What follows belongs to an exercise in optimizing a design on an open flow for small area, a short achievable clock period and few clock cycles per item; a production flow would make more cautious choices.
RTL that was checked went through simulation tests only; none was proved equivalent to the original.
Power is estimated from default activity; no workload was simulated.

==> inputs of v18 <==
// frame_index_extrapolation_mapper
module frame_index_extrapolation_mapper #(
    parameter int MAX_FRAMES = 65536
) (
    input  logic                                   aclk,
    input  logic                                   aresetn,
    input  logic                                   s_valid,
    output logic                                   s_ready,
    input  logic signed [fiem_pkg::FRAME_W-1:0]    s_frame_number,
    output logic                                   m_valid,
    input  logic                                   m_ready,
    output logic        [fiem_pkg::IDX_W-1:0]      m_stored_index,
    output logic                                   m_is_empty,
    input  logic                                   psel,
    input  logic                                   penable,
    input  logic                                   pwrite,
    input  logic        [fiem_pkg::ADDR_W-1:0]     paddr,
    input  logic        [fiem_pkg::DATA_W-1:0]     pwdata,
    output logic        [fiem_pkg::DATA_W-1:0]     prdata,
    output logic                                   pready
);
clock: 5.5 ns
lec_check: 0
cap_margin: 20
core_margin: 2
core_utilization: 65
setup_slack_margin: 1.2
slew_margin: 20
run.sh (not shown) runs the stock make flow with config.mk's settings and CLKGATE_MAP_FILE= SYNTH_SCRIPT=/design/flow/synth_recipe.tcl, a recipe that flattens the netlist after the stock synthesis.
==> inputs of v35, as changes to v18 <==
--- a/flow/design.v
+++ b/flow/design.v
@@ -114,61 +114,65 @@
     assign adv = !skv;
     logic        busy, last;
     logic        unit_take;    
     logic        p_take;       
     logic        q_take;       
-    logic        in_take;      
-    logic        v_in, v_p, v_q;
+    logic        v_p, v_q;
     assign unit_take = adv && (!busy || last);
     assign q_take    = unit_take;
     assign p_take    = adv && (!v_q || q_take);
-    assign in_take   = adv && (!v_p || p_take);
-    assign s_ready   = !v_in || in_take;
-    logic [31:0] f_in;
-    always_ff @(posedge aclk) begin
-        if (!aresetn)            v_in <= 1'b0;
-        else if (s_ready)        v_in <= s_valid;
-        if (s_ready) f_in <= s_frame_number;
-    end
+    assign s_ready   = !v_p || p_take;
     logic [32:0] d_s;
-    logic        neg_s, pp_s, force_s, after_s;
-    logic [17:0] win_s;
-    assign d_s     = {f_in[31], f_in} - {offset_reg[31], offset_reg};
+    logic        neg_s, pp_s, force_s;
+    logic        cnt0_c;
+    assign cnt0_c  = (count_reg == 17'd0);
+    assign d_s     = {s_frame_number[31], s_frame_number} - {offset_reg[31], offset_reg};
     assign neg_s   = d_s[32];
-    assign pp_s    = neg_s ? pp_b : pp_a;
-    assign win_s   = {1'b0, d_s[16:0]} + {1'b0, nd1};
-    assign after_s = !neg_s && ((d_s[31:17] != '0) || win_s[17]);
-    assign force_s = cnt0 || (neg_s ? (none_b || hold_b) : (none_a || hold_a));
+    assign pp_s    = neg_s ? ((before_reg == 2'd2) && !cnt1_c) : ((after_reg == 2'd2) && !cnt1_c);
+    assign force_s = cnt0_c || (neg_s ? (before_reg == 2'd0 || before_reg == 2'd3)
+                                      : (after_reg == 2'd0 || after_reg == 2'd3));
     logic [31:0] u_p;
-    logic        neg_p, pp_p, force_p, after_p;
+    logic        neg_p, pp_p, force_p;
     always_ff @(posedge aclk) begin
         if (!aresetn)     v_p <= 1'b0;
-        else if (in_take) v_p <= v_in;
-        if (in_take) begin
+        else if (s_ready) v_p <= s_valid;
+        if (s_ready) begin
             u_p     <= d_s[31:0] ^ {32{neg_s}};
             neg_p   <= neg_s;
             pp_p    <= pp_s;
             force_p <= force_s;
-            after_p <= after_s;
-        end
-    end
-    logic [5:0] ulen;
-    logic [4:0] dlen;
-    logic [6:0] sdiff;
-    logic [3:0] jst_p;           
-    always_comb begin
-        ulen = '0;
-        for (int i = 0; i < 32; i++) begin
-            if (u_p[i]) ulen = 6'(i + 1);
         end
     end
+    logic [4:0]  upos;           
+    logic        unz;
+    logic [15:0] l16;
+    logic [7:0]  l8;
+    logic [3:0]  l4;
+    logic [1:0]  l2;
+    assign unz     = (u_p != '0);
+    assign upos[4] = (u_p[31:16] != '0);
+    assign l16     = upos[4] ? u_p[31:16] : u_p[15:0];
+    assign upos[3] = (l16[15:8] != '0);
+    assign l8      = upos[3] ? l16[15:8] : l16[7:0];
+    assign upos[2] = (l8[7:4] != '0);
+    assign l4      = upos[2] ? l8[7:4] : l8[3:0];
+    assign upos[1] = (l4[3:2] != '0);
+    assign l2      = upos[1] ? l4[3:2] : l4[1:0];
+    assign upos[0] = l2[1];
+    logic [4:0]  dlen;
+    logic [6:0]  sdiff;
+    logic [3:0]  jst_p;          
     assign dlen  = pp_p ? nlen1 : nlen0;
-    assign sdiff = 7'(ulen) - 7'(dlen) + 7'd2;    
+    assign sdiff = 7'(upos) - 7'(dlen) + 7'd3;    
     always_comb begin
-        if (force_p || sdiff[6] || (sdiff[5:1] == 5'd0)) jst_p = 4'd0;
-        else                                            jst_p = 4'(sdiff[5:1] - 5'd1);
+        if (force_p || !unz || sdiff[6] || (sdiff[5:1] == 5'd0)) jst_p = 4'd0;
+        else                                                    jst_p = 4'(sdiff[5:1] - 5'd1);
     end
+    logic [17:0] win_p;
+    logic        after_s;
+    assign win_p   = {1'b0, u_p[16:0]} + {1'b0, nd1};
+    assign after_s = !neg_p && ((u_p[31:17] != '0) || win_p[17]);
     logic [31:0] u_q;
     logic [3:0]  jst;
     logic        neg_q, pp_q, after_q;
     always_ff @(posedge aclk) begin
         if (!aresetn)    v_q <= 1'b0;
@@ -176,11 +180,11 @@
         if (p_take) begin
             u_q     <= u_p;
             jst     <= jst_p;
             neg_q   <= neg_p;
             pp_q    <= pp_p;
-            after_q <= after_p;
+            after_q <= after_s;
         end
     end
     logic [17:0] first;
     assign first = 18'(u_q >> {jst, 1'b0});
     logic [15:0] r_u;
@@ -194,15 +198,14 @@
     logic [17:0] a3;    
     logic        c1, c2, c3;
     logic [19:0] s1;
     logic [18:0] s2;
     logic [18:0] s3;
-    logic [17:0] m3;
+    logic [17:0] m3;    
     logic [15:0] r_next;
     logic        qodd_next;
     assign t  = {r_u, pair_u};
-    assign m3 = pp_u ? m3_1 : m3_0;
     assign s1 = {1'b0, t, 1'b1} + {1'b0, 1'b1, nd1, pp_u};
     assign s2 = {1'b0, t[17:1], 1'b1} + {1'b0, nd1, pp_u};
     assign s3 = {1'b0, t} + {1'b0, m3};
     assign c1 = s1[19];
     assign a1 = s1[18:1];
@@ -232,10 +235,11 @@
                 u_u     <= u_q;
                 j_u     <= jst;
                 last    <= (jst == 4'd0);
                 neg_u   <= neg_q;
                 pp_u    <= pp_q;
+                m3      <= pp_q ? m3_1 : m3_0;
                 after_u <= after_q;
             end else begin
                 r_u    <= r_next;
                 pair_u <= pair_next;
                 j_u    <= j_u - 4'd1;
@@ -272,36 +276,29 @@
     always_comb begin
         if (z_empty || (z_hold && neg_z)) z_idx = 16'd0;
         else if (z_hold && after_z)       z_idx = z_cm1;
         else                              z_idx = z_add[16:1];
     end
-    logic        v_f;
-    logic [16:0] f_d;
-    always_ff @(posedge aclk) begin
-        if (!aresetn)  v_f <= 1'b0;
-        else if (adv)  v_f <= v_z;
-        if (adv) f_d <= {z_idx, z_empty};
-    end
     logic        mv;
     logic [16:0] m_data;
     logic [16:0] sk_data;
     logic        out_free;
     logic        pv;
     assign out_free = !mv || m_ready;
-    assign pv       = v_f && adv;
+    assign pv       = v_z && adv;
     always_ff @(posedge aclk) begin
         if (!aresetn) begin
             mv  <= 1'b0;
             skv <= 1'b0;
         end else if (out_free) begin
             mv  <= skv || pv;
             skv <= 1'b0;
         end else begin
             skv <= skv || pv;
         end
-        if (out_free) m_data <= skv ? sk_data : f_d;
-        if (!skv) sk_data <= f_d;
+        if (out_free) m_data <= skv ? sk_data : {z_idx, z_empty};
+        if (!skv) sk_data <= {z_idx, z_empty};
     end
     assign m_valid        = mv;
     assign m_stored_index = m_data[16:1];
     assign m_is_empty     = m_data[0];
 endmodule
- SETUP_SLACK_MARGIN: 1.2 -> 1.6
==> comparison <==
Between v35 and v18, the lower cell count is in v35 (gap about 1.5%, measured against v18). Against v35, the count of clock-buffer cells in the layout of v18 is higher by 1. Via count is about the same in v18 and v35. Synthesized cell count: v35 is smaller than v18 (about 0.56%). In clock power, v35 and v18 hardly differ. Routed wire length: v35 is higher than v18 (1.5%). First-iteration DRC count: v18 is smaller than v35 (about 15%). Between v35 and v18, the lower utilization is in v18 (gap 0.87 points). Between v35 and v18, the lower non-clock buffer count is in v18 (gap 18). Total power is about the same in v35 and v18.
Testbench counts of v18, summed over its fixed seeds: cycles 30,823, items 12,000.
Function not checked in v35: the RTL went through the layout flow alone.

[separate check: timing with driven ports]
Ports are ideal in the flow. The routed layouts listed here were re-timed in OpenROAD.
Step 1: set_driving_cell puts a clkbuf_16 on aclk and a buf_2 on each other input, an assumption about the parent block.
Step 2 adds t to the input delays and takes it off the output delays; t is the mean of the earliest and latest rising clock arrival at the registers after step 1. Input paths then give back, and output paths get back, about the clock's delay inside the block.
Slacks: no drivers / after step 1 / after step 2; pairs: no drivers / after step 1.
run	shift t [ns]	setup WS [ns]	hold slack, ns	worst register clock-pin slew, ns	worst slew at a driven data input, ns
v18	0.577	1.333 / 1.323 / 1.323	0.419 / 0.419 / 0.419	0.07 / 0.07	0.05
v35	0.579	1.027 / 1.027 / 1.027	0.403 / 0.403 / 0.403	0.07 / 0.07	0.07
After both steps setup and hold are still met in every run listed. The setup slack of v18, which loses most, moves by -0.010 ns with the drivers and by -0.010 ns with both steps.
